What follows belongs to an exercise in optimizing a design on an open flow for small area, a short achievable clock period and few clock cycles per item; a production flow would make more cautious choices.
Function was checked by simulation only, so behaviour that the tests miss may differ from the original.
Power and IR drop assume default switching activity.

[design/flow/design.v]
package ush_pkg;
  localparam int CAPACITY  = 16;
  localparam int IDX_W     = $clog2(CAPACITY);
  localparam int CNT_W     = $clog2(CAPACITY + 1);
  localparam int HANDLE_W  = 32;
  localparam int REQ_W     = 3;
  localparam int EIDX_W    = 4;
  localparam int KIND_W    = 2;
  localparam logic [REQ_W-1:0] REQ_APPEND   = 3'd0;
  localparam logic [REQ_W-1:0] REQ_DELETE   = 3'd1;
  localparam logic [REQ_W-1:0] REQ_REMOVE   = 3'd2;
  localparam logic [REQ_W-1:0] REQ_CONTAINS = 3'd3;
  localparam logic [REQ_W-1:0] REQ_TAKE     = 3'd4;
  localparam logic [REQ_W-1:0] REQ_CLEAR    = 3'd5;
  localparam logic [KIND_W-1:0] EV_NONE   = 2'd0;
  localparam logic [KIND_W-1:0] EV_INSERT = 2'd1;
  localparam logic [KIND_W-1:0] EV_REMOVE = 2'd2;
endpackage
module unordered_handle_set (
  input  logic                         clk,
  input  logic                         rst,
  input  logic                         req_valid,
  output logic                         req_ready,
  input  logic [ush_pkg::REQ_W-1:0]    req_type,
  input  logic [ush_pkg::HANDLE_W-1:0] req_item_value,
  input  logic [ush_pkg::EIDX_W-1:0]   req_entry_index,
  output logic                         res_valid,
  input  logic                         res_ready,
  output logic                         res_status,
  output logic                         res_found,
  output logic [ush_pkg::HANDLE_W-1:0] res_item_out,
  output logic [ush_pkg::KIND_W-1:0]   res_event_kind,
  output logic [ush_pkg::EIDX_W-1:0]   res_event_index,
  output logic                         res_last_of_run
);
  localparam int N  = ush_pkg::CAPACITY;
  localparam int IW = ush_pkg::IDX_W;
  localparam int CW = ush_pkg::CNT_W;
  localparam int HW = ush_pkg::HANDLE_W;
  localparam int KW = ush_pkg::KIND_W;
  logic [HW-1:0] e [N];
  logic [HW-1:0] e_last;     
  logic [CW-1:0] cnt;
  logic [N:0]    cnt_oh;     
  logic [N-1:0]  vmask;      
  logic [CW-1:0] cursor;
  logic [IW-1:0] tq;         
  logic [N-1:0]  tq_oh;      
  logic          rdy_q;
  logic          b_valid;
  logic          b_app, b_del, b_rem, b_con, b_take, b_clr;
  logic [HW-1:0] b_val;
  logic [IW-1:0] b_idx;
  logic [N-1:0]  b_idx_oh;
  logic [N-1:0]  b_pm;
  logic          o_valid, o_status, o_found, o_last;
  logic [HW-1:0] o_item;
  logic [KW-1:0] o_kind;
  logic [IW-1:0] o_idx;
  logic          s_valid, s_status, s_found, s_last;
  logic [HW-1:0] s_item;
  logic [KW-1:0] s_kind;
  logic [IW-1:0] s_idx;
  logic [N-1:0]  pmatch;    
  logic [N-1:0]  pfirst;    
  logic          found;
  logic [IW-1:0] pfirst_idx;
  always_comb begin
    pmatch = b_pm & vmask;
    found  = |pmatch;
    for (int j = 0; j < N; j++) begin
      pfirst[j] = pmatch[j];
      for (int k = 0; k < j; k++) if (pmatch[k]) pfirst[j] = 1'b0;
    end
    pfirst_idx = '0;
    for (int j = 0; j < N; j++) if (pfirst[j]) pfirst_idx = pfirst_idx | IW'(j);
  end
  function automatic logic [3:0] mod_up(input logic [4:0] c, input logic [4:0] n);
    logic [3:0] r;
    case ({c, n})
      {5'd1, 5'd0}: r = 4'd0;
      {5'd2, 5'd0}: r = 4'd0;
      {5'd2, 5'd1}: r = 4'd0;
      {5'd3, 5'd0}: r = 4'd0;
      {5'd3, 5'd1}: r = 4'd1;
      {5'd3, 5'd2}: r = 4'd0;
      {5'd4, 5'd0}: r = 4'd0;
      {5'd4, 5'd1}: r = 4'd0;
      {5'd4, 5'd2}: r = 4'd1;
      {5'd4, 5'd3}: r = 4'd0;
      {5'd5, 5'd0}: r = 4'd0;
      {5'd5, 5'd1}: r = 4'd1;
      {5'd5, 5'd2}: r = 4'd2;
      {5'd5, 5'd3}: r = 4'd1;
      {5'd5, 5'd4}: r = 4'd0;
      {5'd6, 5'd0}: r = 4'd0;
      {5'd6, 5'd1}: r = 4'd0;
      {5'd6, 5'd2}: r = 4'd0;
      {5'd6, 5'd3}: r = 4'd2;
      {5'd6, 5'd4}: r = 4'd1;
      {5'd6, 5'd5}: r = 4'd0;
      {5'd7, 5'd0}: r = 4'd0;
      {5'd7, 5'd1}: r = 4'd1;
      {5'd7, 5'd2}: r = 4'd1;
      {5'd7, 5'd3}: r = 4'd3;
      {5'd7, 5'd4}: r = 4'd2;
      {5'd7, 5'd5}: r = 4'd1;
      {5'd7, 5'd6}: r = 4'd0;
      {5'd8, 5'd0}: r = 4'd0;
      {5'd8, 5'd1}: r = 4'd0;
      {5'd8, 5'd2}: r = 4'd2;
      {5'd8, 5'd3}: r = 4'd0;
      {5'd8, 5'd4}: r = 4'd3;
      {5'd8, 5'd5}: r = 4'd2;
      {5'd8, 5'd6}: r = 4'd1;
      {5'd8, 5'd7}: r = 4'd0;
      {5'd9, 5'd0}: r = 4'd0;
      {5'd9, 5'd1}: r = 4'd1;
      {5'd9, 5'd2}: r = 4'd0;
      {5'd9, 5'd3}: r = 4'd1;
      {5'd9, 5'd4}: r = 4'd4;
      {5'd9, 5'd5}: r = 4'd3;
      {5'd9, 5'd6}: r = 4'd2;
      {5'd9, 5'd7}: r = 4'd1;
      {5'd9, 5'd8}: r = 4'd0;
      {5'd10, 5'd0}: r = 4'd0;
      {5'd10, 5'd1}: r = 4'd0;
      {5'd10, 5'd2}: r = 4'd1;
      {5'd10, 5'd3}: r = 4'd2;
      {5'd10, 5'd4}: r = 4'd0;
      {5'd10, 5'd5}: r = 4'd4;
      {5'd10, 5'd6}: r = 4'd3;
      {5'd10, 5'd7}: r = 4'd2;
      {5'd10, 5'd8}: r = 4'd1;
      {5'd10, 5'd9}: r = 4'd0;
      {5'd11, 5'd0}: r = 4'd0;
      {5'd11, 5'd1}: r = 4'd1;
      {5'd11, 5'd2}: r = 4'd2;
      {5'd11, 5'd3}: r = 4'd3;
      {5'd11, 5'd4}: r = 4'd1;
      {5'd11, 5'd5}: r = 4'd5;
      {5'd11, 5'd6}: r = 4'd4;
      {5'd11, 5'd7}: r = 4'd3;
      {5'd11, 5'd8}: r = 4'd2;
      {5'd11, 5'd9}: r = 4'd1;
      {5'd11, 5'd10}: r = 4'd0;
      {5'd12, 5'd0}: r = 4'd0;
      {5'd12, 5'd1}: r = 4'd0;
      {5'd12, 5'd2}: r = 4'd0;
      {5'd12, 5'd3}: r = 4'd0;
      {5'd12, 5'd4}: r = 4'd2;
      {5'd12, 5'd5}: r = 4'd0;
      {5'd12, 5'd6}: r = 4'd5;
      {5'd12, 5'd7}: r = 4'd4;
      {5'd12, 5'd8}: r = 4'd3;
      {5'd12, 5'd9}: r = 4'd2;
      {5'd12, 5'd10}: r = 4'd1;
      {5'd12, 5'd11}: r = 4'd0;
      {5'd13, 5'd0}: r = 4'd0;
      {5'd13, 5'd1}: r = 4'd1;
      {5'd13, 5'd2}: r = 4'd1;
      {5'd13, 5'd3}: r = 4'd1;
      {5'd13, 5'd4}: r = 4'd3;
      {5'd13, 5'd5}: r = 4'd1;
      {5'd13, 5'd6}: r = 4'd6;
      {5'd13, 5'd7}: r = 4'd5;
      {5'd13, 5'd8}: r = 4'd4;
      {5'd13, 5'd9}: r = 4'd3;
      {5'd13, 5'd10}: r = 4'd2;
      {5'd13, 5'd11}: r = 4'd1;
      {5'd13, 5'd12}: r = 4'd0;
      {5'd14, 5'd0}: r = 4'd0;
      {5'd14, 5'd1}: r = 4'd0;
      {5'd14, 5'd2}: r = 4'd2;
      {5'd14, 5'd3}: r = 4'd2;
      {5'd14, 5'd4}: r = 4'd4;
      {5'd14, 5'd5}: r = 4'd2;
      {5'd14, 5'd6}: r = 4'd0;
      {5'd14, 5'd7}: r = 4'd6;
      {5'd14, 5'd8}: r = 4'd5;
      {5'd14, 5'd9}: r = 4'd4;
      {5'd14, 5'd10}: r = 4'd3;
      {5'd14, 5'd11}: r = 4'd2;
      {5'd14, 5'd12}: r = 4'd1;
      {5'd14, 5'd13}: r = 4'd0;
      {5'd15, 5'd0}: r = 4'd0;
      {5'd15, 5'd1}: r = 4'd1;
      {5'd15, 5'd2}: r = 4'd0;
      {5'd15, 5'd3}: r = 4'd3;
      {5'd15, 5'd4}: r = 4'd0;
      {5'd15, 5'd5}: r = 4'd3;
      {5'd15, 5'd6}: r = 4'd1;
      {5'd15, 5'd7}: r = 4'd7;
      {5'd15, 5'd8}: r = 4'd6;
      {5'd15, 5'd9}: r = 4'd5;
      {5'd15, 5'd10}: r = 4'd4;
      {5'd15, 5'd11}: r = 4'd3;
      {5'd15, 5'd12}: r = 4'd2;
      {5'd15, 5'd13}: r = 4'd1;
      {5'd15, 5'd14}: r = 4'd0;
      {5'd16, 5'd2}: r = 4'd1;
      {5'd16, 5'd4}: r = 4'd1;
      {5'd16, 5'd5}: r = 4'd4;
      {5'd16, 5'd6}: r = 4'd2;
      {5'd16, 5'd8}: r = 4'd7;
      {5'd16, 5'd9}: r = 4'd6;
      {5'd16, 5'd10}: r = 4'd5;
      {5'd16, 5'd11}: r = 4'd4;
      {5'd16, 5'd12}: r = 4'd3;
      {5'd16, 5'd13}: r = 4'd2;
      {5'd16, 5'd14}: r = 4'd1;
      default: r = c[3:0];
    endcase
    mod_up = r;
  endfunction
  function automatic logic [3:0] mod_dn(input logic [4:0] c, input logic [4:0] n);
    logic [3:0] r;
    case ({c, n})
      {5'd1, 5'd2}: r = 4'd0;
      {5'd2, 5'd2}: r = 4'd0;
      {5'd2, 5'd3}: r = 4'd0;
      {5'd3, 5'd2}: r = 4'd0;
      {5'd3, 5'd3}: r = 4'd1;
      {5'd3, 5'd4}: r = 4'd0;
      {5'd4, 5'd2}: r = 4'd0;
      {5'd4, 5'd3}: r = 4'd0;
      {5'd4, 5'd4}: r = 4'd1;
      {5'd4, 5'd5}: r = 4'd0;
      {5'd5, 5'd2}: r = 4'd0;
      {5'd5, 5'd3}: r = 4'd1;
      {5'd5, 5'd4}: r = 4'd2;
      {5'd5, 5'd5}: r = 4'd1;
      {5'd5, 5'd6}: r = 4'd0;
      {5'd6, 5'd2}: r = 4'd0;
      {5'd6, 5'd3}: r = 4'd0;
      {5'd6, 5'd4}: r = 4'd0;
      {5'd6, 5'd5}: r = 4'd2;
      {5'd6, 5'd6}: r = 4'd1;
      {5'd6, 5'd7}: r = 4'd0;
      {5'd7, 5'd2}: r = 4'd0;
      {5'd7, 5'd3}: r = 4'd1;
      {5'd7, 5'd4}: r = 4'd1;
      {5'd7, 5'd5}: r = 4'd3;
      {5'd7, 5'd6}: r = 4'd2;
      {5'd7, 5'd7}: r = 4'd1;
      {5'd7, 5'd8}: r = 4'd0;
      {5'd8, 5'd2}: r = 4'd0;
      {5'd8, 5'd3}: r = 4'd0;
      {5'd8, 5'd4}: r = 4'd2;
      {5'd8, 5'd5}: r = 4'd0;
      {5'd8, 5'd6}: r = 4'd3;
      {5'd8, 5'd7}: r = 4'd2;
      {5'd8, 5'd8}: r = 4'd1;
      {5'd8, 5'd9}: r = 4'd0;
      {5'd9, 5'd2}: r = 4'd0;
      {5'd9, 5'd3}: r = 4'd1;
      {5'd9, 5'd4}: r = 4'd0;
      {5'd9, 5'd5}: r = 4'd1;
      {5'd9, 5'd6}: r = 4'd4;
      {5'd9, 5'd7}: r = 4'd3;
      {5'd9, 5'd8}: r = 4'd2;
      {5'd9, 5'd9}: r = 4'd1;
      {5'd9, 5'd10}: r = 4'd0;
      {5'd10, 5'd2}: r = 4'd0;
      {5'd10, 5'd3}: r = 4'd0;
      {5'd10, 5'd4}: r = 4'd1;
      {5'd10, 5'd5}: r = 4'd2;
      {5'd10, 5'd6}: r = 4'd0;
      {5'd10, 5'd7}: r = 4'd4;
      {5'd10, 5'd8}: r = 4'd3;
      {5'd10, 5'd9}: r = 4'd2;
      {5'd10, 5'd10}: r = 4'd1;
      {5'd10, 5'd11}: r = 4'd0;
      {5'd11, 5'd2}: r = 4'd0;
      {5'd11, 5'd3}: r = 4'd1;
      {5'd11, 5'd4}: r = 4'd2;
      {5'd11, 5'd5}: r = 4'd3;
      {5'd11, 5'd6}: r = 4'd1;
      {5'd11, 5'd7}: r = 4'd5;
      {5'd11, 5'd8}: r = 4'd4;
      {5'd11, 5'd9}: r = 4'd3;
      {5'd11, 5'd10}: r = 4'd2;
      {5'd11, 5'd11}: r = 4'd1;
      {5'd11, 5'd12}: r = 4'd0;
      {5'd12, 5'd2}: r = 4'd0;
      {5'd12, 5'd3}: r = 4'd0;
      {5'd12, 5'd4}: r = 4'd0;
      {5'd12, 5'd5}: r = 4'd0;
      {5'd12, 5'd6}: r = 4'd2;
      {5'd12, 5'd7}: r = 4'd0;
      {5'd12, 5'd8}: r = 4'd5;
      {5'd12, 5'd9}: r = 4'd4;
      {5'd12, 5'd10}: r = 4'd3;
      {5'd12, 5'd11}: r = 4'd2;
      {5'd12, 5'd12}: r = 4'd1;
      {5'd12, 5'd13}: r = 4'd0;
      {5'd13, 5'd2}: r = 4'd0;
      {5'd13, 5'd3}: r = 4'd1;
      {5'd13, 5'd4}: r = 4'd1;
      {5'd13, 5'd5}: r = 4'd1;
      {5'd13, 5'd6}: r = 4'd3;
      {5'd13, 5'd7}: r = 4'd1;
      {5'd13, 5'd8}: r = 4'd6;
      {5'd13, 5'd9}: r = 4'd5;
      {5'd13, 5'd10}: r = 4'd4;
      {5'd13, 5'd11}: r = 4'd3;
      {5'd13, 5'd12}: r = 4'd2;
      {5'd13, 5'd13}: r = 4'd1;
      {5'd13, 5'd14}: r = 4'd0;
      {5'd14, 5'd2}: r = 4'd0;
      {5'd14, 5'd3}: r = 4'd0;
      {5'd14, 5'd4}: r = 4'd2;
      {5'd14, 5'd5}: r = 4'd2;
      {5'd14, 5'd6}: r = 4'd4;
      {5'd14, 5'd7}: r = 4'd2;
      {5'd14, 5'd8}: r = 4'd0;
      {5'd14, 5'd9}: r = 4'd6;
      {5'd14, 5'd10}: r = 4'd5;
      {5'd14, 5'd11}: r = 4'd4;
      {5'd14, 5'd12}: r = 4'd3;
      {5'd14, 5'd13}: r = 4'd2;
      {5'd14, 5'd14}: r = 4'd1;
      {5'd14, 5'd15}: r = 4'd0;
      {5'd15, 5'd2}: r = 4'd0;
      {5'd15, 5'd3}: r = 4'd1;
      {5'd15, 5'd4}: r = 4'd0;
      {5'd15, 5'd5}: r = 4'd3;
      {5'd15, 5'd6}: r = 4'd0;
      {5'd15, 5'd7}: r = 4'd3;
      {5'd15, 5'd8}: r = 4'd1;
      {5'd15, 5'd9}: r = 4'd7;
      {5'd15, 5'd10}: r = 4'd6;
      {5'd15, 5'd11}: r = 4'd5;
      {5'd15, 5'd12}: r = 4'd4;
      {5'd15, 5'd13}: r = 4'd3;
      {5'd15, 5'd14}: r = 4'd2;
      {5'd15, 5'd15}: r = 4'd1;
      {5'd15, 5'd16}: r = 4'd0;
      {5'd16, 5'd4}: r = 4'd1;
      {5'd16, 5'd6}: r = 4'd1;
      {5'd16, 5'd7}: r = 4'd4;
      {5'd16, 5'd8}: r = 4'd2;
      {5'd16, 5'd10}: r = 4'd7;
      {5'd16, 5'd11}: r = 4'd6;
      {5'd16, 5'd12}: r = 4'd5;
      {5'd16, 5'd13}: r = 4'd4;
      {5'd16, 5'd14}: r = 4'd3;
      {5'd16, 5'd15}: r = 4'd2;
      {5'd16, 5'd16}: r = 4'd1;
      default: r = c[3:0];
    endcase
    mod_dn = r;
  endfunction
  logic          not_empty, not_full;
  logic          app_ok, del_ok, rem_ok, take_ok, clr_beat, clr_more;
  logic          rd_ok;           
  logic          rm;              
  logic [IW-1:0] rd_pos;          
  logic [N-1:0]  rd_any;          
  logic [N-1:0]  rd_oh;           
  logic          item_ok;
  logic [N-1:0]  sel;             
  logic [N-1:0]  app_at;          
  logic          hole_is_prev;    
  logic [HW-1:0] rd_item, e_prev, wdata;
  always_comb begin
    not_empty = !cnt_oh[0];
    not_full  = !cnt_oh[N];
    app_ok   = b_app && not_full;
    del_ok   = b_del && |(b_idx_oh & vmask);
    take_ok  = b_take && not_empty;
    clr_beat = b_clr && not_empty;
    clr_more = b_clr && vmask[1];
    rd_ok    = del_ok || take_ok || clr_beat;
    rem_ok   = b_rem && found;
    rm       = rd_ok || rem_ok;
    rd_pos   = b_del ? b_idx : (b_take ? tq : '0);
    rd_any   = b_del ? b_idx_oh : (b_take ? tq_oh : N'(b_clr));
    rd_oh    = rd_ok ? rd_any : '0;
    item_ok  = app_ok || rem_ok || rd_ok;
    sel    = rd_oh | (b_rem ? pfirst : '0);
    app_at = b_app ? cnt_oh[N-1:0] : '0;
    hole_is_prev = |(sel & cnt_oh[N:2]);
    rd_item = '0;
    e_prev  = '0;
    for (int j = 0; j < N; j++) begin
      if (rd_any[j]) rd_item = rd_item | e[j];
      if (j + 2 <= N && cnt_oh[j + 2]) e_prev = e_prev | e[j];
    end
    wdata = b_app ? b_val : e_last;
  end
  logic [N-1:0] a_match;
  logic         a_eq_b, a_eq_last;
  always_comb begin
    a_eq_b    = (req_item_value == b_val);
    a_eq_last = (req_item_value == e_last);
    for (int j = 0; j < N; j++) a_match[j] = (e[j] == req_item_value);
  end
  logic fire, o_free, inc, dec;
  logic b_valid_n, s_valid_n, b_clr_n;
  logic [N-1:0] vmask_n;
  logic [IW-1:0] tq_n;
  assign o_free    = !o_valid || res_ready;
  assign fire      = b_valid && !s_valid;
  assign req_ready = rdy_q;
  assign inc       = fire && app_ok;
  assign dec       = fire && rm;
  always_comb begin
    b_valid_n = rdy_q ? req_valid : b_valid;
    s_valid_n = s_valid ? !o_free : (fire && !o_free);
    b_clr_n   = rdy_q ? (req_type == ush_pkg::REQ_CLEAR) : b_clr;
    vmask_n   = inc ? {vmask[N-2:0], 1'b1} : (dec ? {1'b0, vmask[N-1:1]} : vmask);
    tq_n      = tq;
    if (fire) begin
      if (take_ok) begin
        if (vmask[tq + 2'd2]) tq_n = tq + 1'b1;
        else if (cnt_oh[tq + 2'd2] || cnt_oh[2]) tq_n = '0;
        else tq_n = IW'(1);
      end
      else if (b_clr) tq_n = '0;
      else if (app_ok) tq_n = mod_up(cursor, cnt);
      else if (rm) tq_n = mod_dn(cursor, cnt);
    end
  end
  always_ff @(posedge clk) begin
    if (rst) begin
      rdy_q   <= 1'b1;
      b_valid <= 1'b0;
      s_valid <= 1'b0;
      o_valid <= 1'b0;
      cnt     <= '0;
      cnt_oh  <= (N+1)'(1);
      vmask   <= '0;
      cursor  <= '0;
      tq      <= '0;
      tq_oh   <= N'(1);
    end else begin
      rdy_q   <= !b_valid_n || (!s_valid_n && !(b_clr_n && vmask_n[1]));
      b_valid <= b_valid_n;
      s_valid <= s_valid_n;
      if (o_free) o_valid <= s_valid || fire;
      if (inc) begin
        cnt    <= cnt + 1'b1;
        cnt_oh <= {cnt_oh[N-1:0], 1'b0};
      end else if (dec) begin
        cnt    <= cnt - 1'b1;
        cnt_oh <= {1'b0, cnt_oh[N:1]};
      end
      vmask   <= vmask_n;
      tq      <= tq_n;
      tq_oh   <= N'(1) << tq_n;
      if (fire && take_ok) cursor <= CW'(tq) + 1'b1;
      else if (fire && b_clr) cursor <= '0;
    end
  end
  for (genvar j = 0; j < N; j++) begin : g_e
    always_ff @(posedge clk) begin
      if (fire && (app_at[j] || sel[j])) e[j] <= wdata;
    end
  end
  always_ff @(posedge clk) begin
    if (inc) e_last <= b_val;
    else if (dec && !hole_is_prev) e_last <= e_prev;
  end
  always_ff @(posedge clk) begin
    if (rdy_q) begin
      b_app    <= (req_type == ush_pkg::REQ_APPEND);
      b_del    <= (req_type == ush_pkg::REQ_DELETE);
      b_rem    <= (req_type == ush_pkg::REQ_REMOVE);
      b_con    <= (req_type == ush_pkg::REQ_CONTAINS);
      b_take   <= (req_type == ush_pkg::REQ_TAKE);
      b_clr    <= (req_type == ush_pkg::REQ_CLEAR);
      b_val    <= req_item_value;
      b_idx    <= req_entry_index;
      b_idx_oh <= N'(1) << req_entry_index;
      for (int j = 0; j < N; j++)
        b_pm[j] <= (fire && sel[j]) ? a_eq_last : ((fire && app_at[j]) ? a_eq_b : a_match[j]);
    end
  end
  logic          x_status, x_found, x_last;
  logic [HW-1:0] x_item;
  logic [KW-1:0] x_kind;
  logic [IW-1:0] x_idx;
  always_comb begin
    x_status = !(app_ok || rm || b_con || b_clr);
    x_found  = b_con && found;
    x_item   = ((b_app || b_rem) ? b_val : rd_item) & {HW{item_ok}};
    x_kind   = app_ok ? ush_pkg::EV_INSERT : (rm ? ush_pkg::EV_REMOVE : ush_pkg::EV_NONE);
    x_idx    = app_ok ? cnt[IW-1:0] : (rd_ok ? rd_pos : (b_rem ? pfirst_idx : '0));
    x_last   = !clr_more;
  end
  always_ff @(posedge clk) begin
    if (!s_valid) begin
      s_status <= x_status;
      s_found  <= x_found;
      s_item   <= x_item;
      s_kind   <= x_kind;
      s_idx    <= x_idx;
      s_last   <= x_last;
    end
    if (o_free) begin
      o_status <= s_valid ? s_status : x_status;
      o_found  <= s_valid ? s_found  : x_found;
      o_item   <= s_valid ? s_item   : x_item;
      o_kind   <= s_valid ? s_kind   : x_kind;
      o_idx    <= s_valid ? s_idx    : x_idx;
      o_last   <= s_valid ? s_last   : x_last;
    end
  end
  assign res_valid       = o_valid;
  assign res_status      = o_status;
  assign res_found       = o_found;
  assign res_item_out    = o_item;
  assign res_event_kind  = o_kind;
  assign res_event_index = o_idx;
  assign res_last_of_run = o_last;
endmodule
[design/flow/run.sh]
#!/bin/bash
# synth_recipe.tcl (not shown) runs the flow's synth.tcl, then flattens the netlist and writes it again
# the make line also repeats each setting of config.mk as NAME=value (left out here)
make -C /OpenROAD-flow-scripts/flow DESIGN_CONFIG=/design/flow/config.mk WORK_HOME=/design/flow/orfs CLKGATE_MAP_FILE= SYNTH_SCRIPT=/design/flow/synth_recipe.tcl finish
[design/flow/config.mk]
export PLATFORM = sky130hd
export DESIGN_NAME = unordered_handle_set
export DESIGN_NICKNAME = unordered_handle_set
export VERILOG_FILES = /design/flow/design.v
export SDC_FILE = /design/flow/constraint.sdc
export NUM_CORES = 4
export LEC_CHECK = 0
export CAP_MARGIN = 30
export CORE_MARGIN = 2
export CORE_UTILIZATION = 40
export SETUP_SLACK_MARGIN = 2.5
export SLEW_MARGIN = 30
[design/flow/constraint.sdc]
create_clock -name core_clock -period 6.0 [get_ports {clk}]
set_input_delay 1.2000 -clock core_clock [delete_from_list [all_inputs] [get_ports {clk}]]
set_output_delay 1.2000 -clock core_clock [all_outputs]
set_load 0.01 [all_outputs]
==> results of run 1 <==
## flip-flops by register name, indices dropped and copies added (netlist names), 5 cells and up
name      count
e           512
b_val        32
e_last       32
o_item       32
s_item       32
cnt_oh       17
b_idx_oh     16
b_pm         16
tq_oh        16
vmask        16
cnt           5
cursor        5
## report_power, final
part           internal [W]  switching (W)
combinational      0.000366       0.000840
sequential          0.00584       0.000104
clock               0.00336        0.00233
total               0.00956        0.00327
## metal layers
metal,vias to the layer above,track usage [%]
li1,13550,-
met1,17330,53.24
met2,3518,56.96
met3,934,17.03
met4,30,21.74
met5,-,0
## final cells by class
type / instances / area share, %
Clock buffer: 115 / 5.328
Sequential cell: 767 / 47.12
Tap cell: 1298 / 3.475
Multi-Input combinational cell: 2321 / 38.20
Clock inverter: 43 / 1.122
Antenna cell: 6 / 0.03213
Inverter: 11 / 0.09906
Timing Repair Buffer: 235 / 4.621
## worst max-delay path: cells and delay by family
kind,cells,cell delay (ns)
and+or+nand+nor,3,1.28
buffers and inverters,2,0.80
xor gates and xnor gates,1,0.52
AOI/OAI and AO/OA,2,0.31
## cells in the mapped netlist (8+ instances only)
master                     number
sky130_fd_sc_hd__nor2_1       140
sky130_fd_sc_hd__inv_1         10
sky130_fd_sc_hd__o31ai_1       37
sky130_fd_sc_hd__nor3_1        27
sky130_fd_sc_hd__and3_1        42
sky130_fd_sc_hd__nand4b_1       8
sky130_fd_sc_hd__a211oi_1      22
sky130_fd_sc_hd__o311a_1       12
sky130_fd_sc_hd__o22ai_1       56
sky130_fd_sc_hd__a31oi_1       17
sky130_fd_sc_hd__a21oi_1       33
sky130_fd_sc_hd__nor4b_1       15
sky130_fd_sc_hd__and2_1         9
sky130_fd_sc_hd__mux4_2         9
sky130_fd_sc_hd__a221oi_1     134
sky130_fd_sc_hd__a41oi_1       32
sky130_fd_sc_hd__nand3_1       76
sky130_fd_sc_hd__dfxtp_1      109
sky130_fd_sc_hd__a22oi_1      147
sky130_fd_sc_hd__nor4bb_1       8
sky130_fd_sc_hd__o211ai_1      10
sky130_fd_sc_hd__clkbuf_1     218
sky130_fd_sc_hd__a222oi_1      66
sky130_fd_sc_hd__nand2b_1      13
sky130_fd_sc_hd__xor2_1       165
sky130_fd_sc_hd__mux2_2        33
sky130_fd_sc_hd__o21ai_0       33
sky130_fd_sc_hd__edfxtp_1     658
sky130_fd_sc_hd__buf_2         21
sky130_fd_sc_hd__a22o_1       157
sky130_fd_sc_hd__xnor2_1      426
sky130_fd_sc_hd__nand2_1      194
sky130_fd_sc_hd__nor4_1        99
sky130_fd_sc_hd__buf_1         42
sky130_fd_sc_hd__nor2b_1       17
sky130_fd_sc_hd__nand4_1      174
## worst min-delay path by stage
| stage | startpoint | depth (start not counted) | slack [ns] | to |
|---|---|---|---|---|
| global placement | s_item[0] | 2 | 0.43 | s_item[0] |
| global route | s_item[6] | 2 | 0.48 | s_item[6] |
| detailed placement | s_item[20] | 2 | 0.44 | s_item[20] |
| CTS | s_item[18] | 2 | 0.46 | s_item[18] |
| floorplan | s_item[30] | 2 | 0.42 | s_item[30] |
| finish | s_item[7] | 2 | 0.45 | s_item[7] |
## cells in the final DEF, fill, tap and decap left out, drive strengths merged, types with 12 or more instances in the layout
cell,instances
buf,154
nor2,140
nand4,174
and3,44
clkbuf,116
clkdlybuf4s50,76
nor2b,17
nand2,194
xnor2,426
a41oi,32
a222oi,66
a22oi,147
edfxtp,658
o31ai,38
o22ai,56
a221oi,134
nor4b,15
inv,12
dfxtp,109
nor3,27
a211oi,22
mux2,33
o21ai,34
nand2b,13
a31oi,17
clkinv,25
nor4,100
nand3,76
a22o,157
a21oi,33
o311a,12
xor2,165
## through the flow
step | setup slack, ns | std cells | power [W] | instance area (um^2) | hold slack (ns)
2_1_floorplan | 2.625 | 3385 | 0.006565 | 40150 | 0.4184
3_3_place_gp | 1.150 | 4573 | 0.007148 | 42420 | 0.4346
3_5_place_dp | 1.274 | 4575 | 0.007148 | 42450 | 0.4401
4_1_cts | 2.476 | 4754 | 0.01274 | 45900 | 0.4589
5_1_grt | 2.313 | 4791 | 0.01303 | 46720 | 0.4762
6_report | 2.436 | 4796 | 0.01283 | 46730 | 0.4546
## timing repair
action | 4_1_cts | 5_1_grt
setup endpoints to repair | 299 | 187
pin swaps | 6 | 17
gates cloned | 1 | 2
endpoints found under the hold margin | 0 | 0
resized for setup | 65 | 87
buffers inserted | 20 | 34
## cells by family after synthesis
group,count (synthesis)
AND/OR/NAND/NOR,867
multiplexers,47
buffers and inverters,299
adder cells (fa/ha/maj),6
AO/OA/AOI/OAI,808
XOR/XNOR,591
flip-flops,767
==> run notes, run 1 <==
Critical path
The endpoint arrival time on the critical path is 4.11 ns. The cell type of the slowest stage on the worst timing path is sky130_fd_sc_hd__nor4_1. The critical path goes through clkdlybuf4s50_1 -> buf_4 -> xnor2_1 -> nand4_1 -> nor4_1 -> nand3_1 -> o311a_1 -> a31oi_1. At the worst endpoint, the required time is 6.55 ns. In this run the register-to-register setup slack is 2.44 ns. In this run the critical register-to-register path is launched from cursor[0]. The critical path starts at req_item_value[3]. The type of the setup path with the least slack is input port to flop. The delay of the slowest cell on the worst path is 0.69 ns. The category of the worst setup path capture point is a flop.

Measured in cells, the most critical reg-to-reg path has a length of 11. Along the worst path, the maximum fanout reaches 18. The destination of the critical timing path is b_pm[9]. The destination of the worst register-to-register timing path is tq_oh[9]. STA classifies the critical path startpoint as an input port.

Routing
The topmost layer with routed signal wires is met5. The detail route stage leaves a number of antenna-violating nets equal to 0. The total iterations of the first detailed-routing run is 10. The detail-routed via count per cell is 7.373. In this run, the number of DRC markers left after iteration 0 of detailed routing was 8379. The wire length on met2 is 85.73 mm. The final route contains 35360 vias. The detailed-route wire length per cell is 44.91 um. The wire length on met3 is 33.44 mm. The routed metal-1 wire length is 79.20 mm. The final layout contains routed wiring with a total length of 215.4 mm. The number of DRC violations after detailed routing is 0.

STA
The time the worst path needs with I/O delays and setup is 3.564 ns. For the pin with the worst max-slew slack, the measured transition is 1.109 ns. Setup violations remaining at the end of the flow were counted as 0. Measured against its own limit, the worst slew margin works out to 25.52%. The final period utilization is 59.41%. The hold violation count in the final report is 0.

Summed over all failing endpoints, the final setup total negative slack is 0 ns. The final max-slew violation count was 0. Clock skew on the completed layout was measured at 0.04134 ns. Setup repair after global routing could not meet its margin everywhere. Based on the critical path, the design can be clocked at up to 0.2806 GHz.

CTS
The clock reaches the later pin of the worst-skew pair after 0.70 ns. After clock tree synthesis, the flow added hold-fix buffers numbering 0. The clock transition time at the flip-flop clock pins of the worst setup and hold paths is 0.07 ns. The tree is rooted in a sky130_fd_sc_hd__clkbuf_16. The worst-case clock buffer depth is 3. Clock tree synthesis inserted a total of 85 buffers. The H-tree generated during clock tree synthesis spans 3 levels. TritonCTS built the clock tree. The TritonCTS sink count is 767.

Floorplan
The die height is 320.8 um. The width of the die is 320.8 um. The floorplan step defined a die boundary enclosing 0.1029 mm^2.

The core region is 0.09986 mm^2. The number of core rows is 116. For this configuration, the core starts out at a cell density of 40.21%. The number of placed I/O pins is 86.

Synthesis
The largest family of logic cells by synthesized area is compound AO/OA/AOI/OAI gates. The fraction of the yosys area taken by sequential cells is 54.65%. In this run the biggest area consumer among cell types represents 49.22% of the synthesized area. The synthesized netlist cell count is 3385. The flip-flop and latch count after synthesis is 767. The total nets after synthesis is 3434.

Sorting the synthesized cells by area gives the leading types as sky130_fd_sc_hd__edfxtp_1 (49%), sky130_fd_sc_hd__xnor2_1 (9.3%), sky130_fd_sc_hd__dfxtp_1 (5.4%), sky130_fd_sc_hd__xor2_1 (3.6%), sky130_fd_sc_hd__a22o_1 (3.4%). The number of distinct library cells after synthesis is 81. The synthesized netlist devotes 0.2057% of its cell area to adder and majority cells. The number of flops mapped to enable cells by yosys is 658. The synthesized area per cell is 11.86 um^2. The mux share of post-synthesis cell area is 1.586%. The synthesized netlist occupies a cell area of 0.04015 mm^2.

In the synthesized netlist the dominant register cell turns out to be sky130_fd_sc_hd__edfxtp_1. The area fraction in and, or, nand and nor cells after synthesis is 11.58%. Counting flops with an async set or reset pin after synthesis yields a share of 0%.

The Yosys step of the flow raised 3 warnings. The synthesized netlist devotes 16.12% of its cell area to compound gates. Summed over all instances, the cell type with the most area after synthesis is sky130_fd_sc_hd__edfxtp_1.

Summing the areas of all xor and xnor instances in the mapped netlist gives 12.89% of the synthesized area.

Global route
The maximum number of pins on one net before global-route repair is 85. Summed over all layers, the global routing overflow is 0. The initial antenna violation count was 23. The number of global-route vias before repair is 31560. Global routing consumed, over all layers together, 40.69% of the routing resources. The first global-routing pass estimated 286.0 mm of wire.

Placement
The congestion estimate from routability-driven global placement came to 1.149. In this run the tool buffered the top-level ports with 85 buffer cells. The half-perimeter wire length of the detailed placement result is 146.5 mm.

Flow run
The reported max-cap violation count is 0.

Power and ir drop
Summed over all cells, the static leakage comes to 14.61 nW. For this design the ratio of total power to cell area is 274.6 mW/mm^2. VDD sags by at most 0.0002660 V.

Hold path
The tightest min-delay check is of the flop to flop type.

Final layout
From synthesis to final layout, the design area changed by 16.40%. The final-stage net count is 3470. In the final layout, the share of cells above drive strength 1 is 14.43%.

The footprint of the multi-input gates is 0.01785 mm^2. The core utilization of the finished layout is 46.80%. Counting the fill cells in the layout gives 8987. The storage element area is 0.02202 mm^2.

Outcome
The run finished with no timing, DRC or antenna violations.
Testbench counts, summed over its fixed seeds: cycles 3,410, requests 3,200.
==> run 2, diff against run 1 <==
--- a/design/flow/design.v
+++ b/design/flow/design.v
@@ -40,5 +40,4 @@
   localparam int KW = ush_pkg::KIND_W;
   logic [HW-1:0] e [N];
-  logic [HW-1:0] e_last;     
   logic [CW-1:0] cnt;
   logic [N:0]    cnt_oh;     
@@ -47,5 +46,4 @@
   logic [IW-1:0] tq;         
   logic [N-1:0]  tq_oh;      
-  logic          rdy_q;
   logic          b_valid;
   logic          b_app, b_del, b_rem, b_con, b_take, b_clr;
@@ -58,8 +56,4 @@
   logic [KW-1:0] o_kind;
   logic [IW-1:0] o_idx;
-  logic          s_valid, s_status, s_found, s_last;
-  logic [HW-1:0] s_item;
-  logic [KW-1:0] s_kind;
-  logic [IW-1:0] s_idx;
   logic [N-1:0]  pmatch;    
   logic [N-1:0]  pfirst;    
@@ -362,6 +356,5 @@
   logic [N-1:0]  sel;             
   logic [N-1:0]  app_at;          
-  logic          hole_is_prev;    
-  logic [HW-1:0] rd_item, e_prev, wdata;
+  logic [HW-1:0] rd_item, e_last, wdata;
   always_comb begin
     not_empty = !cnt_oh[0];
@@ -381,10 +374,9 @@
     sel    = rd_oh | (b_rem ? pfirst : '0);
     app_at = b_app ? cnt_oh[N-1:0] : '0;
-    hole_is_prev = |(sel & cnt_oh[N:2]);
     rd_item = '0;
-    e_prev  = '0;
+    e_last  = '0;
     for (int j = 0; j < N; j++) begin
       if (rd_any[j]) rd_item = rd_item | e[j];
-      if (j + 2 <= N && cnt_oh[j + 2]) e_prev = e_prev | e[j];
+      if (cnt_oh[j + 1]) e_last = e_last | e[j];
     end
     wdata = b_app ? b_val : e_last;
@@ -397,35 +389,43 @@
     for (int j = 0; j < N; j++) a_match[j] = (e[j] == req_item_value);
   end
-  logic fire, o_free, inc, dec;
-  logic b_valid_n, s_valid_n, b_clr_n;
+  logic fire, o_free, inc, dec, take;
   logic [N-1:0] vmask_n;
   logic [IW-1:0] tq_n;
+  logic [N-1:0]  tq_oh_n, up_oh, dn_oh, take_oh;
+  logic          tq_step, tq_zero;
   assign o_free    = !o_valid || res_ready;
-  assign fire      = b_valid && !s_valid;
-  assign req_ready = rdy_q;
+  assign fire      = b_valid && o_free;
+  assign take      = !b_valid || (o_free && !clr_more);
+  assign req_ready = take;
   assign inc       = fire && app_ok;
   assign dec       = fire && rm;
   always_comb begin
-    b_valid_n = rdy_q ? req_valid : b_valid;
-    s_valid_n = s_valid ? !o_free : (fire && !o_free);
-    b_clr_n   = rdy_q ? (req_type == ush_pkg::REQ_CLEAR) : b_clr;
     vmask_n   = inc ? {vmask[N-2:0], 1'b1} : (dec ? {1'b0, vmask[N-1:1]} : vmask);
-    tq_n      = tq;
+    tq_step = |(tq_oh[N-3:0] & vmask[N-1:2]);
+    tq_zero = |(tq_oh[N-3:0] & cnt_oh[N:2]) || cnt_oh[2];
+    take_oh = tq_step ? {tq_oh[N-2:0], 1'b0} : (tq_zero ? N'(1) : N'(2));
+    up_oh   = N'(1) << mod_up(cursor, cnt);
+    dn_oh   = N'(1) << mod_dn(cursor, cnt);
+    tq_n    = tq;
+    tq_oh_n = tq_oh;
     if (fire) begin
       if (take_ok) begin
-        if (vmask[tq + 2'd2]) tq_n = tq + 1'b1;
-        else if (cnt_oh[tq + 2'd2] || cnt_oh[2]) tq_n = '0;
-        else tq_n = IW'(1);
+        tq_n    = tq_step ? tq + 1'b1 : (tq_zero ? '0 : IW'(1));
+        tq_oh_n = take_oh;
+      end else if (b_clr) begin
+        tq_n    = '0;
+        tq_oh_n = N'(1);
+      end else if (app_ok) begin
+        tq_n    = mod_up(cursor, cnt);
+        tq_oh_n = up_oh;
+      end else if (rm) begin
+        tq_n    = mod_dn(cursor, cnt);
+        tq_oh_n = dn_oh;
       end
-      else if (b_clr) tq_n = '0;
-      else if (app_ok) tq_n = mod_up(cursor, cnt);
-      else if (rm) tq_n = mod_dn(cursor, cnt);
     end
   end
   always_ff @(posedge clk) begin
     if (rst) begin
-      rdy_q   <= 1'b1;
       b_valid <= 1'b0;
-      s_valid <= 1'b0;
       o_valid <= 1'b0;
       cnt     <= '0;
@@ -436,8 +436,6 @@
       tq_oh   <= N'(1);
     end else begin
-      rdy_q   <= !b_valid_n || (!s_valid_n && !(b_clr_n && vmask_n[1]));
-      b_valid <= b_valid_n;
-      s_valid <= s_valid_n;
-      if (o_free) o_valid <= s_valid || fire;
+      if (take) b_valid <= req_valid;
+      if (o_free) o_valid <= fire;
       if (inc) begin
         cnt    <= cnt + 1'b1;
@@ -449,5 +447,5 @@
       vmask   <= vmask_n;
       tq      <= tq_n;
-      tq_oh   <= N'(1) << tq_n;
+      tq_oh   <= tq_oh_n;
       if (fire && take_ok) cursor <= CW'(tq) + 1'b1;
       else if (fire && b_clr) cursor <= '0;
@@ -460,9 +458,5 @@
   end
   always_ff @(posedge clk) begin
-    if (inc) e_last <= b_val;
-    else if (dec && !hole_is_prev) e_last <= e_prev;
-  end
-  always_ff @(posedge clk) begin
-    if (rdy_q) begin
+    if (take) begin
       b_app    <= (req_type == ush_pkg::REQ_APPEND);
       b_del    <= (req_type == ush_pkg::REQ_DELETE);
@@ -491,19 +485,11 @@
   end
   always_ff @(posedge clk) begin
-    if (!s_valid) begin
-      s_status <= x_status;
-      s_found  <= x_found;
-      s_item   <= x_item;
-      s_kind   <= x_kind;
-      s_idx    <= x_idx;
-      s_last   <= x_last;
-    end
-    if (o_free) begin
-      o_status <= s_valid ? s_status : x_status;
-      o_found  <= s_valid ? s_found  : x_found;
-      o_item   <= s_valid ? s_item   : x_item;
-      o_kind   <= s_valid ? s_kind   : x_kind;
-      o_idx    <= s_valid ? s_idx    : x_idx;
-      o_last   <= s_valid ? s_last   : x_last;
+    if (fire) begin
+      o_status <= x_status;
+      o_found  <= x_found;
+      o_item   <= x_item;
+      o_kind   <= x_kind;
+      o_idx    <= x_idx;
+      o_last   <= x_last;
     end
   end
==> run 2 against run 1 <==
  * Still clean on timing, DRC and antenna
  * First-iteration DRC count is 5.2% lower
  * Critical path depth did not move
  * Area after synthesis down 3.8%
  * Cell area fell by 4.0%
  * Synthesized cell count grew 0.95%
  * Total power is 4.1% lower
  * Cell count is 0.25% higher
  * Count of clock-buffer cells in the layout fell by 16
  * Non-clock buffer count rose by 16
  * Register-to-register slack got worse by 0.096 ns
  * Flip-flop and latch count shrank 75
  * Highest routed layer unchanged
==> run notes, run 2 <==
Global route
Entering global routing, the biggest net connects 73 pins. The initial antenna violation count is 16. The number of global-route vias before repair came to 31850. The wire length of the first global-routing pass is 287.0 mm.

The total track usage is 42.60%. The overflow left after global routing is 0.

CTS
The TritonCTS clock tree is done. The CTS buffer count is 79. After clock tree synthesis, the clock-pin slew on the worst setup and hold paths is 0.06 ns. The worst-case clock buffer depth is 3. The maximum level of the CTS H-tree is 3.

In this run the clock root is driven by a sky130_fd_sc_hd__clkbuf_16. The TritonCTS sink count is 692. At the later pin of the worst-skew pair, clock insertion delay measures 0.68 ns.

Hold path
The count of cells along the worst hold path is 2. The type of the tightest min-delay check is flop to flop. The sink of the worst hold path is cursor[4]. The startpoint identified for the worst hold timing path is tq[3].

Final layout
In the final layout, the registers with the most flip-flops are e (512), b_val (32), o_item (32). Once layout is complete, the utilization of the core stands at 47.10%. The library cells used most frequently in the layout, excluding fill and tap cells, are sky130_fd_sc_hd__edfxtp_1 (627), sky130_fd_sc_hd__xnor2_1 (559), sky130_fd_sc_hd__a22oi_1 (250). The share of post-route cells with drive strength above 1 is 13.29%.

After the last flow step, the layout net total stands at 3518. The register with the highest flop count is e. Relative to the synthesized area, the layout overhead comes to 16.27%.

The flip-flop count of the largest register after layout is 512. The leading cell type in the layout, fill and taps excluded is sky130_fd_sc_hd__edfxtp_1.

Synthesis
In the post-synthesis netlist, the biggest area contributors are sky130_fd_sc_hd__edfxtp_1 (49%), sky130_fd_sc_hd__xnor2_1 (13%), sky130_fd_sc_hd__a22oi_1 (4.9%), sky130_fd_sc_hd__nand4_1 (3.4%), sky130_fd_sc_hd__dfxtp_1 (3.4%). The share of flip-flops with an asynchronous set or reset after synthesis is 0%. The area share of the largest cell type after synthesis is 48.77%. The flip-flop and latch count after synthesis is 692. The total nets after synthesis is 3465. Of all cell types, the one taking the most synthesized area is sky130_fd_sc_hd__edfxtp_1. In this run the cell area of the synthesized design comes to 0.03860 mm^2. The synthesized netlist cell count is 3417. The fraction of the yosys area taken by sequential cells is 52.14%. In the post-synthesis netlist, the cell with the most instances is sky130_fd_sc_hd__edfxtp_1. Counting distinct cell types in the post-synthesis netlist gives 93. The top flip-flop cell by instance count after synthesis is sky130_fd_sc_hd__edfxtp_1. The synthesized area per cell is 11.30 um^2.

Yosys mapped a number of flops with a built-in enable equal to 627. The commonest cells after synthesis are sky130_fd_sc_hd__edfxtp_1 (627), sky130_fd_sc_hd__xnor2_1 (582), sky130_fd_sc_hd__a22oi_1 (250). The synthesis warning total is 2.

Critical path
The number of cells on the worst reg-to-reg path is 10. The maximum net fanout on the critical path is 19. The category of the worst setup path capture point is a flop. The worst setup path is launched from an input port.

The type of the setup path with the least slack is input port to flop. Data on the critical path arrives at its endpoint at 4.30 ns. In this run the critical register-to-register path is captured at b_pm[8]. The register-to-register path setup slack is 2.34 ns. The worst path required time is 6.55 ns.

The launch instance of the worst register-to-register path is cnt_oh[14].

Floorplan
In this run the count of I/O pins placed on the die edge is 86. The floorplan has 113 rows. The region available for standard cell placement spans 0.09529 mm^2.

The die is 314.7 um tall. The full die area is 0.09901 mm^2. The width of the die is 314.7 um. The effective utilization at floorplan is 40.51%.

Power and ir drop
Across the VDD grid, the largest voltage drop is 0.0002335 V. In this run the power density over the cells is 274.1 mW/mm^2. The analysis attributes to cell leakage a power of 13.87 nW.

Routing
The first routing iteration left 7943 violations. For this block, the routed nets add up to 217.0 mm of wire. The detail route stage leaves a number of antenna-violating nets equal to 0. After detailed routing, the number of vias per cell comes to 7.362. Before antenna repair, the detailed router went through 10 iterations.

The number of DRC violations after detailed routing is 0. In the final routed layout, each cell accounts on average for 45.14 um. The routed layout has 35400 vias.

STA
The final period utilization is 62.61%. The final max-slew violation count is 0. On the final layout, the worst clock skew is 0.04449 ns. On the final layout, the worst hold slack is 0.5513 ns. The time the worst path needs with I/O delays and setup is 3.757 ns.

The sum of negative setup slack is 0 ns. Setup repair after global routing could not meet its margin everywhere. The number of setup violations in the final report is 0. The worst pin sits at a relative slew slack of 25.48%. The hold violation count in the final report is 0. Static timing analysis puts the maximum clock frequency at 0.2662 GHz.

The measured slew at the worst slew-check pin is 1.110 ns.

Placement
The number of port buffers is 85. Routability-driven placement finished with a final weighted congestion of 1.180. Detailed placement finished with a half-perimeter wire length of 152.2 mm.

Outcome
The flow ran to the end and the layout has no timing, DRC or antenna violations.

Flow run
Max-cap violations in this run came to 0.
[run 2: changes by cell type after synthesis, sizes merged, moves of 32 or more]
cell | before | now
a22oi | 147 | 250
and3 | 43 | 10
dfxtp | 109 | 65
inv | 11 | 43
nand3 | 76 | 157
nand4 | 174 | 212
nor4 | 100 | 57
o31ai | 38 | 0
xnor2 | 426 | 582
xor2 | 165 | 4
[run 2: worst max path at each step]
stage / start / to / slack, ns / cells after the start
6_report: req_item_value[29] / b_pm[5] / 2.24 / 8
3_5_place_dp: res_ready / cnt[4] / 1.46 / 8
5_1_grt: cursor[2] / tq_oh[12] / 2.47 / 10
3_3_place_gp: req_item_value[24] / b_pm[8] / 1.39 / 8
4_1_cts: cnt[1] / tq_oh[11] / 2.47 / 10
2_1_floorplan: res_ready / vmask[10] / 2.53 / 6
[run 2: final cells by class]
class	instances	area, um^2
Fill cell	8602	50410
Sequential cell	692	20180
Multi-Input combinational cell	2403	17990
Timing Repair Buffer	251	2318
Clock buffer	99	2178
Tap cell	1265	1583
Clock inverter	48	452.9
Inverter	43	168.9
Antenna cell	7	17.52
[run 2: what timing repair did]
item / 4_1_cts / 5_1_grt
hold buffers: 0 / 0
gates cloned: 0 / 4
gates resized for setup: 41 / 41
setup endpoints to repair: 285 / 141
pin swaps: 2 / 6
hold endpoints to repair: 0 / 0
setup buffers: 7 / 10
[run 2: routing by layer]
layer / vias to the layer above / global-route usage, % / wire [um]
met1: 17240 / 55.10 / 77870
met2: 3645 / 58.98 / 86040
met3: 980 / 18.60 / 35220
met4: 24 / 23.63 / 17410
li1: 13510 / - / -
met5: - / 4.014 / 489
[run 2: worst max-delay path: stages]
cell                              delay [ns]
sky130_fd_sc_hd__clkdlybuf4s50_1        0.42
sky130_fd_sc_hd__buf_4                  0.26
sky130_fd_sc_hd__xnor2_1                0.83
sky130_fd_sc_hd__nand4_1                0.44
sky130_fd_sc_hd__nor4_2                 0.64
sky130_fd_sc_hd__nand3_1                0.18
sky130_fd_sc_hd__o211ai_1               0.14
sky130_fd_sc_hd__o21a_1                 0.15
[run 2: metrics by stage]
step / cells / setup slack [ns] / cell area, um^2 / power, W
floorplan: 3417 / 2.529 / 38610 / 0.006421
global placement: 4629 / 1.393 / 41400 / 0.007200
detailed placement: 4632 / 1.462 / 41560 / 0.007215
CTS: 4786 / 2.469 / 44410 / 0.01214
global route: 4806 / 2.466 / 44880 / 0.01246
finish: 4808 / 2.243 / 44890 / 0.01230
[run 2: report_power, final]
group	leakage, nW	switching, W	internal, W
clock	1.27	0.00215	0.00289
combinational	6.17	0.00121	0.000471
sequential	6.43	0.000109	0.00549
total	13.9	0.00346	0.00884
[run 2: cells by family (layout without fill, tap and decap cells)]
family | after synthesis | count (layout) | share of synthesized area, %
AO/OA/AOI/OAI | 815 | 816 | 16.39
XOR/XNOR | 586 | 586 | 13.30
adder cells (fa/ha/maj) | 5 | 5 | 0.1815
buffers and inverters | 326 | 441 | 3.520
flip-flops | 692 | 692 | 52.14
multiplexers | 39 | 39 | 1.021
other | 0 | 7 | 0
AND/OR/NAND/NOR | 954 | 957 | 13.44
Testbench counts of run 2, summed over its fixed seeds: cycles 3,410, requests 3,200.
==> run 3, diff against run 2 <==
--- a/design/flow/design.v
+++ b/design/flow/design.v
@@ -383,8 +383,7 @@
   end
   logic [N-1:0] a_match;
-  logic         a_eq_b, a_eq_last;
+  logic         a_eq_w;
   always_comb begin
-    a_eq_b    = (req_item_value == b_val);
-    a_eq_last = (req_item_value == e_last);
+    a_eq_w = (req_item_value == wdata);
     for (int j = 0; j < N; j++) a_match[j] = (e[j] == req_item_value);
   end
@@ -469,5 +468,5 @@
       b_idx_oh <= N'(1) << req_entry_index;
       for (int j = 0; j < N; j++)
-        b_pm[j] <= (fire && sel[j]) ? a_eq_last : ((fire && app_at[j]) ? a_eq_b : a_match[j]);
+        b_pm[j] <= (fire && (sel[j] || app_at[j])) ? a_eq_w : a_match[j];
     end
   end
==> run 3 against run 2 <==
  * Cell count fell by 0.81%
  * Non-clock buffer count rose by 133
  * First-iteration DRC count fell by 8.6%
  * Die area fell by 2.6%
  * Wire length fell by 1.3%
  * Combinational power barely moved
  * Hold slack got worse by 0.036 ns
  * Area after synthesis fell by 2.6%
  * Via count fell by 1.7%
  * Maximum frequency rose by 3.3%
  * Global-route usage barely moved
==> run notes, run 3 <==
STA
At the pin with the least slew margin, the transition time is 1.164 ns. The final max-slew violation count is 0. Subtracting the final worst setup slack from the clock period gives 3.636 ns. The hold violation count in the final report was 0.

The headroom to the max-slew limit is 21.82%. Dividing the final minimum period by the clock period gives 60.61%. Setup repair after global routing could not meet its margin everywhere. The clock arrives with 0.04235 ns of skew. Static timing analysis puts the maximum clock frequency at 0.2750 GHz. Setup violations remaining at the end of the flow were counted as 0. The final critical-path setup slack is 2.364 ns. The sum of negative setup slack is 0 ns.

Critical path
The cell type of the slowest stage on the worst timing path is sky130_fd_sc_hd__or4b_4. In this run the worst path has a maximum fanout of 6. The number of cells on the worst reg-to-reg path is 12. For this run, the slowest stage of the critical path takes 0.56 ns.

The worst setup path is captured at a flop. Data on the critical path is required at its endpoint by 6.57 ns. The worst setup path is launched from a flop. The endpoint arrival time on the critical path is 4.21 ns. The critical path goes through buf_6 -> or4b_4 -> or4_4 -> o211ai_1 -> nor4b_1 -> nand4_1 -> nor3_4 -> buf_6 -> a221oi_4 -> inv_2 -> or4b_4 -> a211oi_2. The type of the setup path with the least slack is flop to flop.

Synthesis
The area fraction in and, or, nand and nor cells after synthesis is 12.30%. The commonest cells after synthesis are sky130_fd_sc_hd__edfxtp_1 (627), sky130_fd_sc_hd__xnor2_1 (541), sky130_fd_sc_hd__nand4_1 (222). The most common cell in the synthesized netlist is sky130_fd_sc_hd__edfxtp_1. The top cell type by area accounts for 50.07% of the synthesized area.

Counting flops with an async set or reset pin after synthesis yields a share of 0%. Counting flops and latches in the post-synthesis netlist gives 692. The fraction of the yosys area taken by sequential cells is 53.53%.

The synthesis warning total is 2. The total nets after synthesis is 3305. Summing the areas of all fa, ha and maj instances in the mapped netlist gives 0.1863% of the synthesized area. The number of flops mapped to enable cells by yosys is 627. In the synthesized netlist the dominant register cell turns out to be sky130_fd_sc_hd__edfxtp_1. The synthesized design spends more area on one cell type than any other, namely sky130_fd_sc_hd__edfxtp_1. The post-synthesis compound-gate area fraction is 16.74%. The summed instance area of the synthesized netlist is 0.03760 mm^2. By area, the combinational part of the netlist is dominated by compound AO/OA/AOI/OAI gates. The xor-xnor portion of the synthesized cell area is 12.93%. By area the synthesized netlist is led by sky130_fd_sc_hd__edfxtp_1 (50%), sky130_fd_sc_hd__xnor2_1 (13%), sky130_fd_sc_hd__a22oi_1 (3.8%), sky130_fd_sc_hd__nand4_1 (3.7%), sky130_fd_sc_hd__a221oi_1 (3.5%).

A synthesized cell averages 11.55 um^2. The number of distinct library cells after synthesis is 90. Of the post-synthesis cell area, the part taken by muxes is 0.9550%. The synthesized netlist cell count is 3257.

Power and ir drop
Total power for the finished layout comes to 0.01229 W. The static leakage is 14.36 nW. IR analysis of the VDD net gives a maximum drop of 0.0001946 V. In this run the power density over the cells is 268.6 mW/mm^2.

Routing
The detail-routed via count per cell is 7.293. The number of DRC violations after detailed routing is 0. Once detail routing completed, the nets flagged for antenna violations numbered 0. The routed wire length is 214.1 mm. In the final routed layout, each cell accounts on average for 44.90 um. For this run, the detailed router's first-pass iteration total came to 9. The detailed router finished its first iteration with 7261 violations. Detailed routing inserted a total of 34780 vias.

Final layout
Excluding fillers, the count of instances in the completed layout stands at 4769. The leading cell type in the layout, fill and taps excluded is sky130_fd_sc_hd__edfxtp_1. Counting flops per register, the top entry is e. The share of post-route cells with drive strength above 1 is 18.34%.

In the layout the commonest cells are sky130_fd_sc_hd__edfxtp_1 (627), sky130_fd_sc_hd__xnor2_1 (526), sky130_fd_sc_hd__nand4_1 (222). In the final layout, the registers with the most flip-flops are e (512), b_val (32), o_item (32). The flip-flop count of the largest register after layout is 512.

From synthesis to final layout, the design area changed by 21.67%. The net count of the finished layout is 3500. The filler cells instantiated in the layout total 8312.

Hold path
The tightest min-delay check is of the flop to flop type. The count of cells along the worst hold path is 2.

CTS
The insertion delay of the later-clocked pin in the worst-skew pair is 0.68 ns. The CTS root buffer is sky130_fd_sc_hd__clkbuf_16. Hold repair after CTS inserted 0 buffers. In this run the deepest clock path goes through 3 buffers. After clock tree synthesis, the clock-pin slew on the worst setup and hold paths is 0.07 ns. The number of clock buffers added by TritonCTS is 80. TritonCTS built the clock tree. In this run the number of H-tree levels came out at 3. The TritonCTS sink count is 692.

Global route
The number of global-route vias before repair is 31430. The maximum number of pins on one net before global-route repair is 68. The first global-routing pass estimated 283.4 mm of wire. The initial antenna violation count is 21. Global routing used 42.56% of the available tracks. Global routing finished with a remaining overflow of 0.

Floorplan
The number of placed I/O pins is 86. The die height is 310.6 um. The floorplan step defined a die boundary enclosing 0.09648 mm^2.

The width of the die is 310.6 um. The core area is 0.09319 mm^2. In this run the core area contains 112 standard-cell rows.

The effective utilization at floorplan is 40.35%.

Placement
The placed cell count is 4487. Routability-driven placement finished with a final weighted congestion of 1.127. Summed over all nets, the half-perimeter wirelength after detailed placement is 146.5 mm. Timing analysis after detailed placement gives a worst setup slack of 1.440 ns. The number of port buffers is 85.

Flow run
The reported max-cap violation count is 0.

Outcome
The flow ran to the end and the layout has no timing, DRC or antenna violations.
run 3: final timing paths:
kind	start	to	slack (ns)
worst max-delay path	cnt[1]	tq_oh[12]	2.36
worst min-delay path	tq_oh[15]	tq_oh[15]	0.52
worst max register to register	cnt[1]	tq_oh[12]	2.36
worst min register to register	tq_oh[15]	tq_oh[15]	0.52
run 3: final cells by class:
type                       instances  area, um^2  area share (%)
antenna                            4       10.01         0.02188
timing repair buffer             384        3841           8.396
clock inverter                    50       519.2           1.135
tap                             1254        1569           3.429
multi-input combinational       2264       17390           38.00
clock buffer                      91        2086           4.559
inverter                          30       112.6          0.2461
sequential                       692       20230           44.21
run 3: kinds of logic after synthesis:
family,count (synthesis)
simple gates,869
compound gates,798
flops,692
xor+xnor,555
buf+inv,304
mux,34
fa+ha+maj,5
run 3: report_power, final:
part,switching (W),total [W],internal [W]
Sequential,0.0000873,0.00557,0.00548
Clock,0.00215,0.00504,0.00289
Combinational,0.00116,0.00169,0.000523
Total,0.00340,0.0123,0.00889
run 3: what timing repair did:
item / 4_1_cts / 5_1_grt
endpoints found under the setup margin: 236 / 167
pin swaps: 30 / 42
cloned: 5 / 5
buffers inserted: 69 / 58
resized for setup: 161 / 100
run 3: worst max-delay path, delay by kind of cell (launching register included):
kind	cells	cell delay [ns]
buf+inv	3	0.41
simple gates	6	1.93
flops	1	0.38
compound gates	3	0.82
run 3: routing by layer:
layer | share of wire [%] | GRT usage, % | wire, um
met1 | 36 | 55.08 | 77460
met2 | 41 | 61.35 | 87360
met3 | 15 | 15.04 | 31270
met4 | 8.3 | 24.89 | 17810
met5 | 0.094 | 0 | 202
run 3: stage by stage:
| stage | hold slack (ns) | util [%] | cell area, um^2 |
|---|---|---|---|
| 2_1_floorplan | 0.4515 | - | 37610 |
| 5_1_grt | 0.5268 | 49.08 | 45740 |
| 6_report | 0.5158 | 49.10 | 45750 |
| 3_3_place_gp | 0.4889 | 43.46 | 40500 |
| 3_5_place_dp | 0.4940 | 43.69 | 40720 |
| 4_1_cts | 0.5121 | 47.85 | 44590 |
Testbench counts of run 3, summed over its fixed seeds: cycles 3,410, requests 3,200.
==> run 4, diff against run 3 <==
--- a/design/flow/config.mk
+++ b/design/flow/config.mk
@@ -9,4 +9,6 @@
 export CORE_MARGIN = 2
 export CORE_UTILIZATION = 40
+export CTS_BUF_LIST = sky130_fd_sc_hd__clkbuf_8
+export CTS_CLUSTER_SIZE = 24
 export SETUP_SLACK_MARGIN = 2.5
 export SLEW_MARGIN = 30
==> run 4 against run 3 <==
  * Non-clock buffer count grew 30
  * Via count grew 1.3%
  * Count of clock-buffer cells in the layout grew 30
  * Largest power group unchanged
==> run notes, run 4 <==
Routing
Summed over all layers, the routed wires come to 216.2 mm. The detailed-route wire length per cell is 44.34 um. Dividing the detail-routed via count by the number of cells gives 7.225. For this block, the initial DRC count from the detailed router was 7608. Summing over every cut layer, the via total after detailed routing is 35230. The number of DRC violations after detailed routing is 0.

The count of nets left with antenna violations once routing finished came out at 0. The total iterations of the first detailed-routing run is 19.

Power and ir drop
Per report_power, the sequential group accounts for 47.4% of the total. The proportion of total power due to net switching is 29.47%. The reported net switching power is 0.003451 W. Of the total power, combinational logic draws 14.9%.

The share of total power in the clock network is 37.7%. The worst-case vdd ir drop is 0.0002186 V. The static leakage is 14.55 nW. Dividing total power by cell area gives a power density of 255.0 mW/mm^2. The internal power is 0.008259 W.

STA
The clock skew after layout is 0.1004 ns. Setup violations remaining at the end of the flow were counted as 0. Subtracting the final worst setup slack from the clock period gives 3.620 ns. The highest attainable clock frequency is 0.2763 GHz. The headroom to the max-slew limit is 22.23%. The sum of negative setup slack is 0 ns.

Setup repair after global routing could not meet its margin everywhere. The final period utilization is 60.33%. The final critical-path setup slack is 2.380 ns.

The measured slew at the worst slew-check pin is 1.158 ns. The hold violation count in the final report came to 0. The final max-slew violation count came to 0.

Critical path
Measured in cells, the most critical reg-to-reg path has a length of 11. The register-to-register path setup slack is 2.42 ns. STA classifies the critical path startpoint as an input port. In this run the worst path has a maximum fanout of 12. Data on the critical path is required at its endpoint by 6.72 ns. The endpoint identified for the worst register-to-register timing path is tq_oh[12]. The type of the setup path with the least slack is input port to flop.

The endpoint arrival time on the critical path is 4.34 ns. STA classifies the critical path endpoint as a flop. The startpoint identified for the worst register-to-register timing path is cnt[4].

Hold path
The worst hold path begins at tq_oh[15]. The path with the worst hold slack has its endpoint at tq_oh[15]. Along the worst hold path, the cell count comes to 2. The worst hold path belongs to the class flop to flop.

Synthesis
The mux share of post-synthesis cell area is 0.9550%. Summing the areas of all compound-gate instances in the mapped netlist gives 16.74% of the synthesized area. The summed instance area of the synthesized netlist is 0.03760 mm^2. The xor-xnor portion of the synthesized cell area is 12.93%. The top flip-flop cell by instance count after synthesis is sky130_fd_sc_hd__edfxtp_1.

The netlist uses 90 different library cells. For this run, asynchronously set or reset flops after synthesis account for 0%. By area, the combinational part of the netlist is dominated by compound AO/OA/AOI/OAI gates. The area fraction in and, or, nand and nor cells after synthesis is 12.30%. The synthesized netlist cell count is 3257. The synthesized area per cell is 11.55 um^2. By area the synthesized netlist is led by sky130_fd_sc_hd__edfxtp_1 (50%), sky130_fd_sc_hd__xnor2_1 (13%), sky130_fd_sc_hd__a22oi_1 (3.8%), sky130_fd_sc_hd__nand4_1 (3.7%), sky130_fd_sc_hd__a221oi_1 (3.5%). The synthesized design contains 627 enable-type register cells.

The synthesized design contains 692 register bits. The total nets after synthesis is 3305. The area share of the largest cell type after synthesis is 50.07%. The cell with the most instances after synthesis is sky130_fd_sc_hd__edfxtp_1.

Summing the areas of all fa, ha and maj instances in the mapped netlist gives 0.1863% of the synthesized area. For this run, the number of Yosys warnings is 2. By count the netlist is led by sky130_fd_sc_hd__edfxtp_1 (627), sky130_fd_sc_hd__xnor2_1 (541), sky130_fd_sc_hd__nand4_1 (222). The synthesized design spends more area on one cell type than any other, namely sky130_fd_sc_hd__edfxtp_1. The fraction of the yosys area taken by sequential cells is 53.53%.

CTS
TritonCTS built the clock tree. After clock tree synthesis, the clock-pin slew on the worst setup and hold paths is 0.07 ns. The CTS root buffer is sky130_fd_sc_hd__clkbuf_8. CTS saw 692 sinks. The clock tree synthesis step divided the H-tree into 3 levels.

The worst-case clock buffer depth is 3. The CTS buffer count is 117. At the later pin of the worst-skew pair, clock insertion delay measures 0.87 ns.

Global route
Entering global routing, the biggest net connects 68 pins. The total track usage is 42.62%. The wire length of the first global-routing pass is 283.4 mm.

The initial antenna violation count came to 27. The number of global-route vias before repair came to 31580. Global routing finished with a remaining overflow of 0.

Floorplan
From left edge to right edge, the die measures 310.6 um. The floorplan has 112 rows. From bottom edge to top edge, the die measures 310.6 um. The core area is 0.09319 mm^2. The number of placed I/O pins is 86. The effective utilization at floorplan is 40.35%. The die covers 0.09648 mm^2.

Final layout
In the final layout, the registers with the most flip-flops are e (512), b_val (32), o_item (32). e holds more flip-flops than any other register. Leaving out fill and tap cells, the most frequent cells in the layout are sky130_fd_sc_hd__edfxtp_1 (627), sky130_fd_sc_hd__xnor2_1 (526), sky130_fd_sc_hd__buf_4 (236). The flip-flop count of the largest register after layout is 512. The synthesis-to-layout area growth is 22.13%. The share of post-route cells with drive strength above 1 is 19.94%. The core utilization of the finished layout is 49.28%.

The library cell used most frequently in the layout, excluding fill and tap cells, is sky130_fd_sc_hd__edfxtp_1. After the last flow step, the layout net total stands at 3567.

Flow run
The reported max-cap violation count is 0.

Placement
In this run the tool buffered the top-level ports with 85 buffer cells. At the placement stage, the worst setup path has a slack of 1.440 ns. At the end of routability-driven placement, the weighted congestion stood at 1.127. The wire-length estimate of the detail-placed layout is 146.5 mm.

Outcome
The flow ran to the end and the layout has no timing, DRC or antenna violations.
[run 4: how the worst max path moves through the flow]
stage,startpoint,to,cells past startpoint
after floorplan,res_ready,b_pm[0],5
after global placement,cursor[1],tq_oh[12],11
after detailed placement,cursor[0],tq_oh[12],11
after CTS,cursor[2],tq_oh[12],10
after global routing,cursor[1],tq_oh[4],12
final,req_item_value[11],b_pm[14],6
[run 4: kinds of logic (layout without fill, tap and decap cells)]
kind of cell    Yosys count  count (layout)
other cells               0               6
compound gates          798             799
mux                      34              34
fa+ha+maj                 5               5
simple gates            869             871
xor+xnor                555             555
flops                   692             692
buf+inv                 304             660
[run 4: through the flow]
stage          hold slack [ns]  total power [W]  cell area (um^2)  instances
2_1_floorplan           0.4515         0.006401             37610       3257
3_3_place_gp            0.4889         0.007156             40500       4478
3_5_place_dp            0.4940         0.007143             40720       4487
4_1_cts                 0.5135          0.01150             43970       4750
5_1_grt                 0.5285          0.01191             45910       4871
6_report                0.5153          0.01171             45930       4876
[run 4: worst max-delay path, stage by stage]
cell	delay, ns
sky130_fd_sc_hd__clkdlybuf4s50_1	0.84
sky130_fd_sc_hd__xnor2_1	1.06
sky130_fd_sc_hd__nand4_1	0.31
sky130_fd_sc_hd__nor4_1	0.58
sky130_fd_sc_hd__nand2_1	0.16
sky130_fd_sc_hd__mux2i_2	0.17
[run 4: cell type report]
class                      instances  area (um^2)
antenna                            6        15.01
clock buffer                     121         1665
clock inverter                    95        670.6
fill                            8369        47260
inverter                          30        112.6
multi-input combinational       2264        17420
sequential                       692        20230
tap                             1254         1569
timing repair buffer             414         4242
[run 4: what timing repair did]
item / CTS / global route
endpoints found under the hold margin: 0 / 0
hold buffers: 0 / 0
gates cloned: 4 / 7
resized for setup: 119 / 157
buffers inserted: 43 / 113
setup endpoints to repair: 211 / 148
pin swaps: 18 / 64
[run 4: per-layer routing]
metal / GRT usage (%) / up-vias / wire, um
met5: 0 / - / 216
met4: 24.24 / 34 / 18060
met3: 15.21 / 991 / 31770
met2: 61.50 / 3498 / 87680
met1: 55.28 / 17260 / 78460
li1: - / 13440 / -
[run 4: power groups by stage]
stage | combinational [W] | clock, W | sequential (W)
global route | 0.00174 | 0.00461 | 0.00556
global placement | 0.00147 | 0 | 0.00569
floorplan | 0.000773 | 0 | 0.00563
CTS | 0.00150 | 0.00442 | 0.00557
finish | 0.00174 | 0.00442 | 0.00555
detailed placement | 0.00146 | 0 | 0.00569

[what the ideal ports hide]
How much do the figures lean on ideal ports? The routed layouts below were timed once more, with nothing changed but the port constraints. Step 1 assumes that a clkbuf_16 drives the clock port and a buf_2 every other input. Step 2, shift: input delay + t, output delay - t, t = (earliest + latest rising clock arrival at the registers) / 2. This alone moves slack from input paths to output paths. Three values: no drivers, after step 1, after step 2; two values: the first two.
run	t, ns	setup slack, ns	hold WS [ns]	worst setup path after step 2
run 1	0.756	2.436 / 2.443 / 1.732	0.455 / 0.455 / 0.455	input to register
run 2	0.740	2.243 / 2.298 / 1.558	0.551 / 0.551 / 0.551	input to register
run 3	0.726	2.364 / 2.364 / 1.719	0.516 / 0.516 / 0.516	input to register
run 4	0.892	2.380 / 2.417 / 1.531	0.515 / 0.515 / 0.515	input to register
After both steps setup and hold are still met in every run listed. For run 4, which loses most, drivers alone change the setup slack by +0.037 ns; drivers and shift together by -0.849 ns.
